Context: an optimization exercise on an open-source flow, tuned for small area. The choices shown serve that exercise and are no tape-out recipe. The RTL of this run was laid out without a check of its function. Power and IR drop assume default switching activity.

===== flow/design.v =====
package decode_cycle_pkg;
  localparam int XLEN  = 32;
  localparam int NREGS = 32;
  localparam logic [6:0] OP_R   = 7'b0110011;
  localparam logic [6:0] OP_I   = 7'b0010011;
  localparam logic [6:0] OP_LW  = 7'b0000011;
  localparam logic [6:0] OP_SW  = 7'b0100011;
  localparam logic [6:0] OP_BEQ = 7'b1100011;
  localparam logic [6:0] OP_JAL = 7'b1101111;
  typedef enum logic [2:0] {
    ALU_ADD = 3'b000,
    ALU_SUB = 3'b001,
    ALU_AND = 3'b010,
    ALU_OR  = 3'b011,
    ALU_SLT = 3'b101
  } alu_ctrl_e;
  typedef enum logic [1:0] {
    RES_ALU = 2'b00,
    RES_MEM = 2'b01,
    RES_PC4 = 2'b10
  } result_src_e;
  typedef enum logic [2:0] {
    IMM_NONE,
    IMM_I,
    IMM_S,
    IMM_B,
    IMM_J
  } imm_src_e;
  typedef struct packed {
    logic        reg_write;
    result_src_e result_src;
    logic        mem_write;
    logic        jump;
    logic        branch;
    alu_ctrl_e   alu_control;
    logic        alu_src;
  } ctrl_t;
  typedef struct packed {
    ctrl_t             ctrl;
    logic [XLEN-1:0]   rd1;
    logic [XLEN-1:0]   rd2;
    logic [XLEN-1:0]   imm;
    logic [4:0]        rs1;
    logic [4:0]        rs2;
    logic [4:0]        rd;
    logic [XLEN-1:0]   pc;
    logic [XLEN-1:0]   pc_plus4;
  } idex_t;
endpackage
module decode_cycle_register_file
(
  input  logic            clk,
  input  logic            rst,
  input  logic [4:0]      a1,
  input  logic [4:0]      a2,
  output logic [31:0]     rd1,
  output logic [31:0]     rd2,
  input  logic            we,
  input  logic [4:0]      a3,
  input  logic [31:0]     wd
);
  logic [decode_cycle_pkg::XLEN-1:0] regs [0:decode_cycle_pkg::NREGS-2];   
  logic            wr_hit;
  assign wr_hit = we && (a3 != 5'd0);
  always_ff @(posedge clk or negedge rst) begin
    if (!rst) begin
      for (int i = 0; i < decode_cycle_pkg::NREGS - 1; i++) regs[i] <= '0;
    end else begin
      for (int i = 1; i < decode_cycle_pkg::NREGS; i++)
        if (wr_hit && a3 == 5'(i)) regs[i-1] <= wd;
    end
  end
  always_comb begin
    rd1 = '0;
    rd2 = '0;
    if (a1 != 5'd0) rd1 = (wr_hit && a3 == a1) ? wd : regs[a1 - 5'd1];
    if (a2 != 5'd0) rd2 = (wr_hit && a3 == a2) ? wd : regs[a2 - 5'd1];
  end
endmodule
module decode_cycle
(
  input  logic        clk,
  input  logic        rst,
  input  logic [31:0] InstrD,
  input  logic [31:0] PCD,
  input  logic [31:0] PCPlus4D,
  input  logic        FlushE,
  input  logic        RegWriteW,
  input  logic [4:0]  RdW,
  input  logic [31:0] ResultW,
  output logic        RegWriteE,
  output logic [1:0]  ResultSrcE,
  output logic        MemWriteE,
  output logic        JumpE,
  output logic        BranchE,
  output logic [2:0]  ALUControlE,
  output logic        ALUSrcE,
  output logic [31:0] RD1E,
  output logic [31:0] RD2E,
  output logic [31:0] ImmExtE,
  output logic [4:0]  Rs1E,
  output logic [4:0]  Rs2E,
  output logic [4:0]  RdE,
  output logic [31:0] PCE,
  output logic [31:0] PCPlus4E
);
  logic [31:0]     instr;
  logic [6:0]      opcode;
  logic [4:0]      rs1;
  logic [4:0]      rs2;
  logic [4:0]      rd;
  decode_cycle_pkg::ctrl_t           ctrl;
  decode_cycle_pkg::imm_src_e        imm_src;
  logic [decode_cycle_pkg::XLEN-1:0] rd1;
  logic [decode_cycle_pkg::XLEN-1:0] rd2;
  decode_cycle_pkg::idex_t           idex_d;
  decode_cycle_pkg::idex_t           idex_q;
  decode_cycle_pkg::alu_ctrl_e       alu_r;
  decode_cycle_pkg::alu_ctrl_e       alu_i;
  logic [decode_cycle_pkg::XLEN-1:0] imm;
  assign instr  = InstrD;
  assign opcode = instr[6:0];
  assign rd     = instr[11:7];
  assign rs1    = instr[19:15];
  assign rs2    = instr[24:20];
  always_comb begin
    case (instr[14:12])
      3'b000:  alu_i = decode_cycle_pkg::ALU_ADD;
      3'b010:  alu_i = decode_cycle_pkg::ALU_SLT;
      3'b110:  alu_i = decode_cycle_pkg::ALU_OR;
      3'b111:  alu_i = decode_cycle_pkg::ALU_AND;
      default: alu_i = decode_cycle_pkg::ALU_ADD;
    endcase
    alu_r = (instr[14:12] == 3'b000 && instr[30]) ? decode_cycle_pkg::ALU_SUB : alu_i;
  end
  always_comb begin
    ctrl    = '0;
    imm_src = decode_cycle_pkg::IMM_NONE;
    case (opcode)
      decode_cycle_pkg::OP_R: begin
        ctrl.reg_write   = 1'b1;
        ctrl.alu_control = alu_r;
      end
      decode_cycle_pkg::OP_I: begin
        ctrl.reg_write   = 1'b1;
        ctrl.alu_src     = 1'b1;
        ctrl.alu_control = alu_i;
        imm_src          = decode_cycle_pkg::IMM_I;
      end
      decode_cycle_pkg::OP_LW: begin
        ctrl.reg_write  = 1'b1;
        ctrl.result_src = decode_cycle_pkg::RES_MEM;
        ctrl.alu_src    = 1'b1;
        imm_src         = decode_cycle_pkg::IMM_I;
      end
      decode_cycle_pkg::OP_SW: begin
        ctrl.mem_write = 1'b1;
        ctrl.alu_src   = 1'b1;
        imm_src        = decode_cycle_pkg::IMM_S;
      end
      decode_cycle_pkg::OP_BEQ: begin
        ctrl.branch      = 1'b1;
        ctrl.alu_control = decode_cycle_pkg::ALU_SUB;
        imm_src          = decode_cycle_pkg::IMM_B;
      end
      decode_cycle_pkg::OP_JAL: begin
        ctrl.jump       = 1'b1;
        ctrl.reg_write  = 1'b1;
        ctrl.result_src = decode_cycle_pkg::RES_PC4;
        imm_src         = decode_cycle_pkg::IMM_J;
      end
      default: ;
    endcase
  end
  decode_cycle_register_file u_rf (
    .clk (clk),
    .rst (rst),
    .a1  (rs1),
    .a2  (rs2),
    .rd1 (rd1),
    .rd2 (rd2),
    .we  (RegWriteW),
    .a3  (RdW),
    .wd  (ResultW)
  );
  always_comb begin
    case (imm_src)
      decode_cycle_pkg::IMM_I:   imm = {{20{instr[31]}}, instr[31:20]};
      decode_cycle_pkg::IMM_S:   imm = {{20{instr[31]}}, instr[31:25], instr[11:7]};
      decode_cycle_pkg::IMM_B:   imm = {{19{instr[31]}}, instr[31], instr[7], instr[30:25], instr[11:8], 1'b0};
      decode_cycle_pkg::IMM_J:   imm = {{11{instr[31]}}, instr[31], instr[19:12], instr[20], instr[30:21], 1'b0};
      default: imm = '0;
    endcase
  end
  always_comb begin
    idex_d.ctrl     = ctrl;
    idex_d.rd1      = rd1;
    idex_d.rd2      = rd2;
    idex_d.imm      = imm;
    idex_d.rs1      = rs1;
    idex_d.rs2      = rs2;
    idex_d.rd       = rd;
    idex_d.pc       = PCD;
    idex_d.pc_plus4 = PCPlus4D;
  end
  always_ff @(posedge clk or negedge rst) begin
    if (!rst)         idex_q <= '0;
    else if (FlushE)  idex_q <= '0;
    else              idex_q <= idex_d;
  end
  assign RegWriteE   = idex_q.ctrl.reg_write;
  assign ResultSrcE  = idex_q.ctrl.result_src;
  assign MemWriteE   = idex_q.ctrl.mem_write;
  assign JumpE       = idex_q.ctrl.jump;
  assign BranchE     = idex_q.ctrl.branch;
  assign ALUControlE = idex_q.ctrl.alu_control;
  assign ALUSrcE     = idex_q.ctrl.alu_src;
  assign RD1E        = idex_q.rd1;
  assign RD2E        = idex_q.rd2;
  assign ImmExtE     = idex_q.imm;
  assign Rs1E        = idex_q.rs1;
  assign Rs2E        = idex_q.rs2;
  assign RdE         = idex_q.rd;
  assign PCE         = idex_q.pc;
  assign PCPlus4E    = idex_q.pc_plus4;
endmodule

===== flow/run.sh =====
#!/bin/bash
# synth_recipe.tcl (not shown) runs the flow's synth.tcl, then flattens the netlist and writes it again
# the make line also repeats each setting of config.mk as NAME=value (left out here)
make -C /OpenROAD-flow-scripts/flow DESIGN_CONFIG=/design/flow/config.mk WORK_HOME=/design/flow/orfs CLKGATE_MAP_FILE= SYNTH_SCRIPT=/design/flow/synth_recipe.tcl finish

===== flow/config.mk =====
export PLATFORM = sky130hd
export DESIGN_NAME = decode_cycle
export DESIGN_NICKNAME = decode_cycle
export VERILOG_FILES = /design/flow/design.v
export SDC_FILE = /design/flow/constraint.sdc
export NUM_CORES = 4
export LEC_CHECK = 0
export CAP_MARGIN = 20
export CORE_MARGIN = 2
export CORE_UTILIZATION = 30
export SLEW_MARGIN = 20

===== flow/constraint.sdc =====
create_clock -name core_clock -period 5.0 [get_ports {clk}]
set_input_delay 1.0000 -clock core_clock [delete_from_list [all_inputs] [get_ports {clk}]]
set_output_delay 1.0000 -clock core_clock [all_outputs]
set_load 0.01 [all_outputs]

==> reports/summary.md <==
* **crit-path max FO** 20
* **classification of the worst-slack hold path** primary input to async pin
* **Clock Skews** 0.0544 ns
* **DIE HEIGHT** 440 um
* **part of the cycle the worst path needs** 73.0%
* **worst path arrival time** 4.31 ns
* **Max IR drop VDD** 0.000338 V
* **kind of start point of the critical path** primary input
* **setup repair after global routing missed its margin** false
* **Crit. End Element** flip-flop
* **FILL cells** 18.4k
* **mean routed wirelength per cell** 41.6 um
* **combinational family with the most area after synthesis** multiplexers
* **maximum number of pins on one net before global-route repair** 130
* **antenna violations before repair** 37
* **all-layer global routing usage** 32.3%
* **num ports** 322
* **effective utilization at floorplan** 30.2%
* **hold buffer count at CTS** 0
* **max-cap check violation count** 0
* **aggregate negative setup slack** 0 ns
* **full die area** 193000 um2
* **cell area after synthesis** 56900 um2
* **Routed WL** 321 mm
* **cell taking the most area after synthesis** sky130_fd_sc_hd__dfrtp_1
* **detailed-route via count** 52.2k
* **count of buffers inserted at the top-level ports** 321
* **synthesized netlist net count** 4886
* **kind of critical path** primary input to flip-flop
* **maximum level of the CTS H-tree** 4
* **Remaining DRCs** 0
* **count leader, synth** sky130_fd_sc_hd__dfrtp_1
* **Setup WS post-layout** 1.35 ns
* **drt pass-1 iters** 12
* **outcome** finished clean
* **power per cell area** 397 nW/um2
* **first-pass GRT wire length** 430 mm
* **post-synthesis sequential area ratio** 51.2%
* **final-report hold violation count** 0
* **worst slack, placed** 0.788 ns
* **simple-gate portion of the synthesized area** 9.12%
* **Iteration-0 DRC Markers** 10.2k
* **root buffer cell** sky130_fd_sc_hd__clkbuf_16
* **Final setup violation count** 0
* **clock input transition at the sequential cells of the worst setup and hold paths** 0.06 ns
* **proportion of synthesized area in mux cells** 22.1%
* **final critical-path required period** 3.65 ns
* **required time reported for the critical path endpoint** 5.66 ns
* **post-synthesis average cell area** 12.0 um2
* **Post-synth ARST share** 100%
* **placed insts** 7424
* **area post-placement** 64800 um2
* **highest clock rate** 0.274 GHz
* **core outline area** 188000 um2
* **routed via count divided by cell count** 6.77
* **fraction of synthesized cell area taken by the top area cell type** 51.2%
* **Synth warnings** 3
* **fraction of final layout cells with drive strength greater than 1** 33.2%
* **CTS-repair resized insts** 0
* **overall die width** 440 um
* **post-DP HPWL** 203 mm
* **Synth Area in Compound Gates** 13.6%
* **via count of the first global-routing pass** 49.7k
* **Design Area, Final** 69600 um2
* **LEAKAGE** 29.8 nW
* **number of unique standard cell types used by synthesis** 75
* **slew at the pin closest to its max-slew limit** 1.29 ns
* **post-synthesis share of cell area spent on xor and xnor gates** 0.154%
* **top area cells in the synthesized netlist** sky130_fd_sc_hd__dfrtp_1, sky130_fd_sc_hd__mux2_2, sky130_fd_sc_hd__a22oi_1, sky130_fd_sc_hd__mux2i_1, sky130_fd_sc_hd__clkbuf_1
* **arithmetic-cell share of the synthesized area counting full adders, half adders and majority gates** 0%
* **list of most frequent post-synthesis cells** sky130_fd_sc_hd__dfrtp_1, sky130_fd_sc_hd__mux2_2, sky130_fd_sc_hd__a22oi_1
* **post-route insts no fill** 7708
* **register bit total from synthesis** 1165
* **Final Wtd Congestion** 1.02
* **most common flop cell mapped by yosys** sky130_fd_sc_hd__dfrtp_1
* **count of flip-flops with a built-in enable after synthesis** 0
* **number of nets still failing antenna checks after routing** 0
* **Area growth syn-to-layout** 22.4%
* **PnR Total Power** 27.7 mW
* **clock latency on the worst-skew pair** 0.83 ns
* **Slew Limit Headroom** 14.0%
* **residual overflow from global routing** 0
* **sinks on the clock net** 1165
* **number of standard cells after synthesis** 4749
* **fin. max-slew vios** 0
* **number of rows in the core area** 159
* **CTS tree** done
* **Final nets** 5208
* **number of buffers on the longest clock path** 3
* **Inserted Clock Buffers** 136
* **number of post-CTS setup repair buffers** 0
## worst paths after layout
| path | startpoint | end | slack, ns | cells past startpoint |
|---|---|---|---|---|
| worst max-delay path | InstrD[18] | idex_q[159]$_DFF_PN0_ | 1.35 | 11 |
| worst min-delay path | rst | idex_q[179]$_DFF_PN0_ | 0.20 | 1 |
| worst max register to register | u_rf.regs[22][0]$_DFFE_PN0P_ | idex_q[143]$_DFF_PN0_ | 2.73 | 5 |
| worst min register to register | u_rf.regs[3][1]$_DFFE_PN0P_ | u_rf.regs[3][1]$_DFFE_PN0P_ | 0.52 | 1 |
| max in group asynchronous | rst | u_rf.regs[15][15]$_DFFE_PN0P_ | 3.45 | 2 |
| min in group core_clock | u_rf.regs[3][1]$_DFFE_PN0P_ | u_rf.regs[3][1]$_DFFE_PN0P_ | 0.52 | 1 |
## per-layer routing
layer  track usage (%)  routed length (um)  vias to the layer above  part of all wire, %
li1                  -                   -                    18800                    -
met1              39.3              114000                    26300                   36
met2              45.6              130000                     5367                   41
met3              14.1               47600                     1783                   15
met4              22.1               28600                       24                  8.9
met5             0.844                 206                        -                0.064
## report_power, final
part           switching (mW)  internal (mW)
registers                1.93           11.1
logic                    2.03           1.99
clock network            4.39           6.23
## sequential cells by signal, indices dropped and copies added, names as in the netlist
| register | count |
|---|---|
| idex_q | 173 |
| u_rf.regs | 992 |
## stage by stage
step	hold WS [ns]	util, %
after floorplan	0.485	-
after global placement	0.506	34.4
final	0.197	37.0
after CTS	0.258	36.9
after detailed placement	0.508	34.4
after global routing	0.259	37.0
## layout by cell type, fill, tap and decap left out, drive strengths merged, types with 15 or more instances in the layout
cell type,instances
nor2b,93
nand3b,18
mux2i,101
nor4,64
nand2b,18
buf,345
clkbuf,189
and3,112
nor3,71
nand4,87
o21ai,89
clkdlybuf4s50,301
clkinv,33
a22oi,578
diode,31
dfrtp,1165
inv,15
a2111oi,45
a22o,80
bufinv,15
nand3,88
nor2,151
nand2,153
a221oi,48
mux2,1019
a21oi,104
## cell families after synthesis
kind of cell / after synthesis
AOI/OAI and AO/OA: 1050
xor gates and xnor gates: 10
buffers and inverters: 470
DFF: 1165
muxes: 1124
and+or+nand+nor: 930
## cell type report
cell class                      instances  area [um2]  share of cell area [%]
Tap cell                             2495        3120                    4.48
Timing Repair Buffer                  646        6360                    9.14
Antenna cell                           31        77.6                   0.111
Sequential cell                      1165       29200                    41.9
Multi-Input combinational cell       3114       26200                    37.6
Clock buffer                          189        3860                    5.54
Clock inverter                         60         856                    1.23
Inverter                                8        30.0                  0.0431
## critical path, stage by stage
cell,delay [ns]
sky130_fd_sc_hd__buf_2,0.52
sky130_fd_sc_hd__buf_12,0.31
sky130_fd_sc_hd__nand3b_1,0.22
sky130_fd_sc_hd__buf_4,0.26
sky130_fd_sc_hd__nor2_2,0.56
sky130_fd_sc_hd__buf_4,0.39
sky130_fd_sc_hd__buf_4,0.37
sky130_fd_sc_hd__a22oi_1,0.20
sky130_fd_sc_hd__nand2_1,0.11
sky130_fd_sc_hd__nor4_1,0.05
sky130_fd_sc_hd__a21oi_1,0.28

-- port drivers added, routing unchanged --
How much do the figures lean on ideal ports? The routed layout below was timed once more, with nothing changed but the port constraints. Step 1 (the two cells are an assumption about what drives the block):
set clk [get_ports {clk}]
set_driving_cell -lib_cell sky130_fd_sc_hd__clkbuf_16 $clk
set_driving_cell -lib_cell sky130_fd_sc_hd__buf_2 [delete_from_list [all_inputs] $clk]
Step 2 adds t to the input delays and takes it off the output delays; t is the mean of the earliest and latest rising clock arrival at the registers after step 1. Input paths then give back, and output paths get back, about the clock's delay inside the block. Three values: ideal ports, drivers, drivers and shift; two values: the first two.
shift t [ns]: 0.897
setup slack, ns: 1.348 / 1.322 / 0.425
worst setup path after step 2: input to register
pins driven straight from the clock port: 1
After both steps this run still meets setup and hold. The setup slack of this run moves by -0.026 ns with the drivers and by -0.923 ns with both steps.
